From an optimization exercise on the open Yosys and OpenROAD flow, aimed at small area, a short achievable clock period and few clock cycles per item; shortcuts taken in it are not production practice. Function was checked by simulation only, so behaviour that the tests miss may differ from the original. No activity file was given, so power comes from the tool's default toggle rates.

the previous run:
==> flow/design.v <==
package noc_pkg;
    localparam int PHIT_SIZE          = 16;
    localparam int VC_IDX_W           = 4;
    localparam int LENGTH_PHIT_INDEX  = 1;
    localparam int LENGTH_FIELD_WIDTH = 16;
    localparam int CNT_W              = 17;
    typedef logic [PHIT_SIZE-1:0] phit_t;
    typedef logic [VC_IDX_W-1:0]  vc_idx_t;
    typedef enum logic {
        ARB  = 1'b0,
        SEND = 1'b1
    } out_state_t;
    function automatic logic [CNT_W-1:0] pkt_phits(
        input logic [LENGTH_FIELD_WIDTH-1:0] len,
        input int                            fs
    );
        logic [CNT_W-1:0] p;
        p = CNT_W'(len * fs);
        if (p < CNT_W'(2)) p = CNT_W'(2);
        pkt_phits = p;
    endfunction
endpackage
module inj_vc_fifo #(
    parameter int W     = 17,
    parameter int DEPTH = 4
) (
    input  logic         clk,
    input  logic         rst,
    input  logic         push,
    input  logic [W-1:0] din,
    input  logic         pop,
    input  logic         rsel,
    output logic [W-1:0] dout,
    output logic         full,
    output logic         empty
);
    localparam logic [7:0] CODES = 8'b10_11_01_00;
    logic [W-1:0] mem [4];
    logic [1:0]   wp, rp, wp_n, rp_n;
    assign wp_n = {wp[0], ~wp[1]};
    assign rp_n = {rp[0], ~rp[1]};
    always_comb begin
        dout = '0;
        for (int i = 0; i < 4; i++)
            dout = dout | (mem[i] & {W{rsel & (rp == CODES[2*i +: 2])}});
    end
    always_ff @(posedge clk) begin
        if (rst) begin
            wp    <= 2'b00;
            rp    <= 2'b00;
            full  <= 1'b0;
            empty <= 1'b1;
        end else begin
            if (push) wp <= wp_n;
            if (pop)  rp <= rp_n;
            if (push & ~pop) begin
                empty <= 1'b0;
                full  <= (wp_n == rp);
            end
            if (pop & ~push) begin
                full  <= 1'b0;
                empty <= (rp_n == wp);
            end
        end
    end
    for (genvar i = 0; i < 4; i++) begin : g_ent
        always_ff @(posedge clk) begin
            if (push && wp == CODES[2*i +: 2]) mem[i] <= din;
        end
    end
endmodule
module pe_injection_port #(
    parameter int phit_size               = noc_pkg::PHIT_SIZE,
    parameter int flit_size               = 1,
    parameter int addr_length             = 8,
    parameter int addr_place_in_header    = 0,
    parameter int no_vc                   = 8,
    parameter int floorplusone_log2_no_vc = noc_pkg::VC_IDX_W,
    parameter int buf_depth               = 4
) (
    input  logic                               clk,
    input  logic                               full_reset,
    input  logic [phit_size-1:0]               in_data,
    input  logic                               in_sent_req,
    input  logic                               in_new,
    input  logic [floorplusone_log2_no_vc-1:0] in_vc_no,
    output logic                               out_ready,
    output logic [phit_size-1:0]               out_data,
    output logic                               out_sent_req,
    output logic                               out_new,
    output logic                               out_tail,
    output logic [floorplusone_log2_no_vc-1:0] out_vc_no,
    input  logic                               in_ready,
    output logic [addr_length-1:0]             out_dest_addr,
    output logic                               protocol_error,
    output logic [31:0]                        no_packet_inject_report,
    output logic [31:0]                        stall_cycles_report
);
    localparam int LFW = noc_pkg::LENGTH_FIELD_WIDTH;
    localparam int VW  = floorplusone_log2_no_vc;
    localparam int SW  = $clog2(no_vc);
    localparam int EW  = phit_size + 1;
    logic [no_vc-1:0] full, empty, push, pop, rsel;
    logic [EW-1:0]    head [no_vc];
    logic [no_vc-1:0] body, lenx, rz;
    logic [LFW-1:0]   rem [no_vc];
    logic [no_vc-1:0] dec, acc;
    logic             sel_body, sel_lenx, sel_rz;
    logic [LFW-1:0]   sel_rem, rem_nxt;
    logic             ok, last, rz_nxt;
    inj_vc_dec #(
        .VW (VW),
        .N  (no_vc)
    ) u_dec (
        .vc  (in_vc_no),
        .dec (dec)
    );
    assign acc = dec & ~full;
    always_comb begin
        sel_body = 1'b0;
        sel_lenx = 1'b0;
        sel_rz   = 1'b0;
        sel_rem  = '0;
        for (int v = 0; v < no_vc; v++) begin
            sel_body = sel_body | (dec[v] & body[v]);
            sel_lenx = sel_lenx | (dec[v] & lenx[v]);
            sel_rz   = sel_rz   | (dec[v] & rz[v]);
            sel_rem  = sel_rem  | (rem[v] & {LFW{dec[v]}});
        end
    end
    inj_ready #(
        .VW (VW),
        .N  (no_vc)
    ) u_ready (
        .vc    (in_vc_no),
        .nfull (~full),
        .ready (out_ready)
    );
    assign ok        = in_new ^ sel_body;
    assign last      = ~in_new & (sel_lenx ? (in_data[LFW-1:0] < LFW'(3))
                                           : sel_rz);
    assign rem_nxt   = sel_lenx ? in_data[LFW-1:0] : (sel_rem - LFW'(1));
    assign rz_nxt    = sel_lenx ? (in_data[LFW-1:0] == LFW'(3))
                                : (sel_rem == LFW'(4));
    for (genvar v = 0; v < no_vc; v++) begin : g_vc
        assign push[v] = in_sent_req & acc[v] & (in_new ^ body[v]);
        always_ff @(posedge clk) begin
            if (full_reset) begin
                body[v] <= 1'b0;
                lenx[v] <= 1'b0;
            end else if (push[v]) begin
                body[v] <= in_new | ~last;
                lenx[v] <= in_new;
            end
        end
        always_ff @(posedge clk) begin
            if (push[v] & ~in_new) begin
                rem[v] <= rem_nxt;
                rz[v]  <= rz_nxt;
            end
        end
        inj_vc_fifo #(
            .W     (EW),
            .DEPTH (buf_depth)
        ) u_fifo (
            .clk   (clk),
            .rst   (full_reset),
            .push  (push[v]),
            .din   ({last, in_data}),
            .pop   (pop[v]),
            .rsel  (rsel[v]),
            .dout  (head[v]),
            .full  (full[v]),
            .empty (empty[v])
        );
    end
    logic                   o_valid, o_new, o_tail, lock;
    logic [phit_size-1:0]   o_data;
    logic [SW-1:0]          o_vc;
    logic [addr_length-1:0] o_dest;
    logic                   adv, found, avail;
    logic [no_vc-1:0]       win, cur;
    logic [SW-1:0]          sel;
    logic [EW-1:0]          s_head;
    always_comb begin
        found = 1'b0;
        win   = '0;
        for (int v = 0; v < no_vc; v++) begin
            if (!found && !empty[v] && (SW'(v) > o_vc)) begin
                found  = 1'b1;
                win[v] = 1'b1;
            end
        end
        for (int v = 0; v < no_vc; v++) begin
            if (!found && !empty[v] && (SW'(v) <= o_vc)) begin
                found  = 1'b1;
                win[v] = 1'b1;
            end
        end
    end
    always_comb begin
        sel = o_vc;
        for (int v = 0; v < no_vc; v++)
            if (win[v]) sel = SW'(v);
    end
    for (genvar v = 0; v < no_vc; v++) begin : g_cur
        assign cur[v] = (o_vc == SW'(v));
    end
    assign rsel  = lock ? cur : win;
    assign avail = lock ? ~|(cur & empty) : found;
    assign adv   = ~o_valid | in_ready;
    assign pop   = rsel & {no_vc{adv & avail}};
    always_comb begin
        s_head = '0;
        for (int v = 0; v < no_vc; v++) s_head = s_head | head[v];
    end
    always_ff @(posedge clk) begin
        if (full_reset) begin
            o_valid <= 1'b0;
            lock    <= 1'b0;
            o_vc    <= SW'(no_vc - 1);
        end else if (adv) begin
            o_valid <= avail;
            if (avail) begin
                o_vc <= lock ? o_vc : sel;
                lock <= ~lock | ~s_head[phit_size];
            end
        end
    end
    always_ff @(posedge clk) begin
        if (adv) begin
            o_data <= s_head[phit_size-1:0];
            o_tail <= s_head[phit_size];
            o_new  <= ~lock;
            if (!lock) o_dest <= s_head[addr_place_in_header +: addr_length];
        end
    end
    assign out_sent_req  = o_valid;
    assign out_data      = o_data;
    assign out_new       = o_new;
    assign out_tail      = o_tail;
    assign out_vc_no     = VW'(o_vc);
    assign out_dest_addr = o_dest;
    always_ff @(posedge clk) begin
        if (full_reset) protocol_error <= 1'b0;
        else if (in_sent_req & out_ready & ~ok) protocol_error <= 1'b1;
    end
    logic [31:0] pkt_cnt, stall_cnt;
    always_ff @(posedge clk) begin
        if (full_reset) begin
            pkt_cnt   <= '0;
            stall_cnt <= '0;
        end else begin
            if (o_valid & in_ready & o_tail) pkt_cnt   <= pkt_cnt + 32'd1;
            if (in_sent_req & ~out_ready)    stall_cnt <= stall_cnt + 32'd1;
        end
    end
    assign no_packet_inject_report = pkt_cnt;
    assign stall_cycles_report     = stall_cnt;
endmodule
module inj_vc_dec #(
    parameter int VW = 4,
    parameter int N  = 8
) (
    input  logic [VW-1:0] vc,
    output logic [N-1:0]  dec
);
    for (genvar v = 0; v < N; v++) begin : g_dec
        assign dec[v] = (vc == VW'(v));
    end
endmodule
module inj_ready #(
    parameter int VW = 4,
    parameter int N  = 8
) (
    input  logic [VW-1:0] vc,
    input  logic [N-1:0]  nfull,
    output logic          ready
);
    localparam int SW = $clog2(N);
    logic [SW-1:0] vc_n;
    logic [N-1:0]  t;
    for (genvar b = 0; b < SW; b++) begin : g_inv
        inj_inv u_inv (
            .a (vc[b]),
            .y (vc_n[b])
        );
    end
    for (genvar v = 0; v < N; v++) begin : g_term
        logic [SW-1:0] lit;
        for (genvar b = 0; b < SW; b++) begin : g_lit
            assign lit[b] = ((v >> b) & 1) ? vc[b] : vc_n[b];
        end
        inj_nand #(
            .N (SW + 1)
        ) u_term (
            .a ({lit, nfull[v]}),
            .y (t[v])
        );
    end
    assign ready = (vc < VW'(N)) & ~&t;
endmodule
module inj_inv (
    input  logic a,
    output logic y
);
    assign y = ~a;
endmodule
module inj_nand #(
    parameter int N = 4
) (
    input  logic [N-1:0] a,
    output logic         y
);
    assign y = ~&a;
endmodule
make LEC_CHECK=0 CAP_MARGIN=20 CORE_MARGIN=2 CORE_UTILIZATION=40 CTS_CLUSTER_DIAMETER=100 CTS_CLUSTER_SIZE=25 SETUP_SLACK_MARGIN=3.6 SLEW_MARGIN=20 SYNTH_HIERARCHICAL=1 finish   # period 7.0 ns
run.sh (not shown) runs the stock make flow with config.mk's settings and CLKGATE_MAP_FILE= SYNTH_SCRIPT=/design/flow/synth_recipe.tcl, a recipe that flattens the netlist after the stock synthesis.
Testbench counts of the previous run, summed over its fixed seeds: cycles 10,595, packets 2,400.
[inputs] the current run vs the previous run
Settings: a change of SETUP_SLACK_MARGIN from 3.6 to 3.4.
==> notes.md <==
In the current run, the maximum number of pins on one net before global-route repair came out 4 below the value in the previous run. Met2 usage in global routing delta for the current run relative to the previous run: 1.7 points higher. As far as number of multi-input combinational cells is concerned, the previous run and the current run perform about the same. Relative to the previous run, largest stage delay on the critical path has gone down in the current run. Per the comparison of the current run with the previous run, count of sequential standard cells closely matched the old numbers, largest fanout on the critical path dropped 1, clock share of power now larger, count of cell instances traversed by the critical path rose by 1, maximum clock frequency has increased. On the current run: area growth from synthesis to layout is 1.1 points lower than what the previous run gave. The non-clock buffer count in the current run was lower than what the previous run gave.

-- separate check: timing with driven ports --
No port has a modelled driver above. Below, the same layouts with a new extraction and two added sets of constraints. Step 1 sets driving cells, clkbuf_16 on the clock port and buf_2 on the other inputs (assumed; they add their load-dependent delay and slew). Step 2 also shifts input and output timing later by t, the mid clock arrival at the registers, as if the neighbouring blocks saw the same clock. a / b / c = no drivers / after step 1 / after step 2; a / b = the first two.
run | t, ns | setup slack, ns | worst setup path after step 2
the previous run | 0.660 | 3.373 / 3.256 / 2.734 | input to register
the current run | 0.665 | 3.418 / 3.315 / 2.760 | input to register
After both steps every run listed still meets setup and hold. For the current run, which loses most, drivers alone change the setup slack by -0.103 ns; drivers and shift together by -0.658 ns.
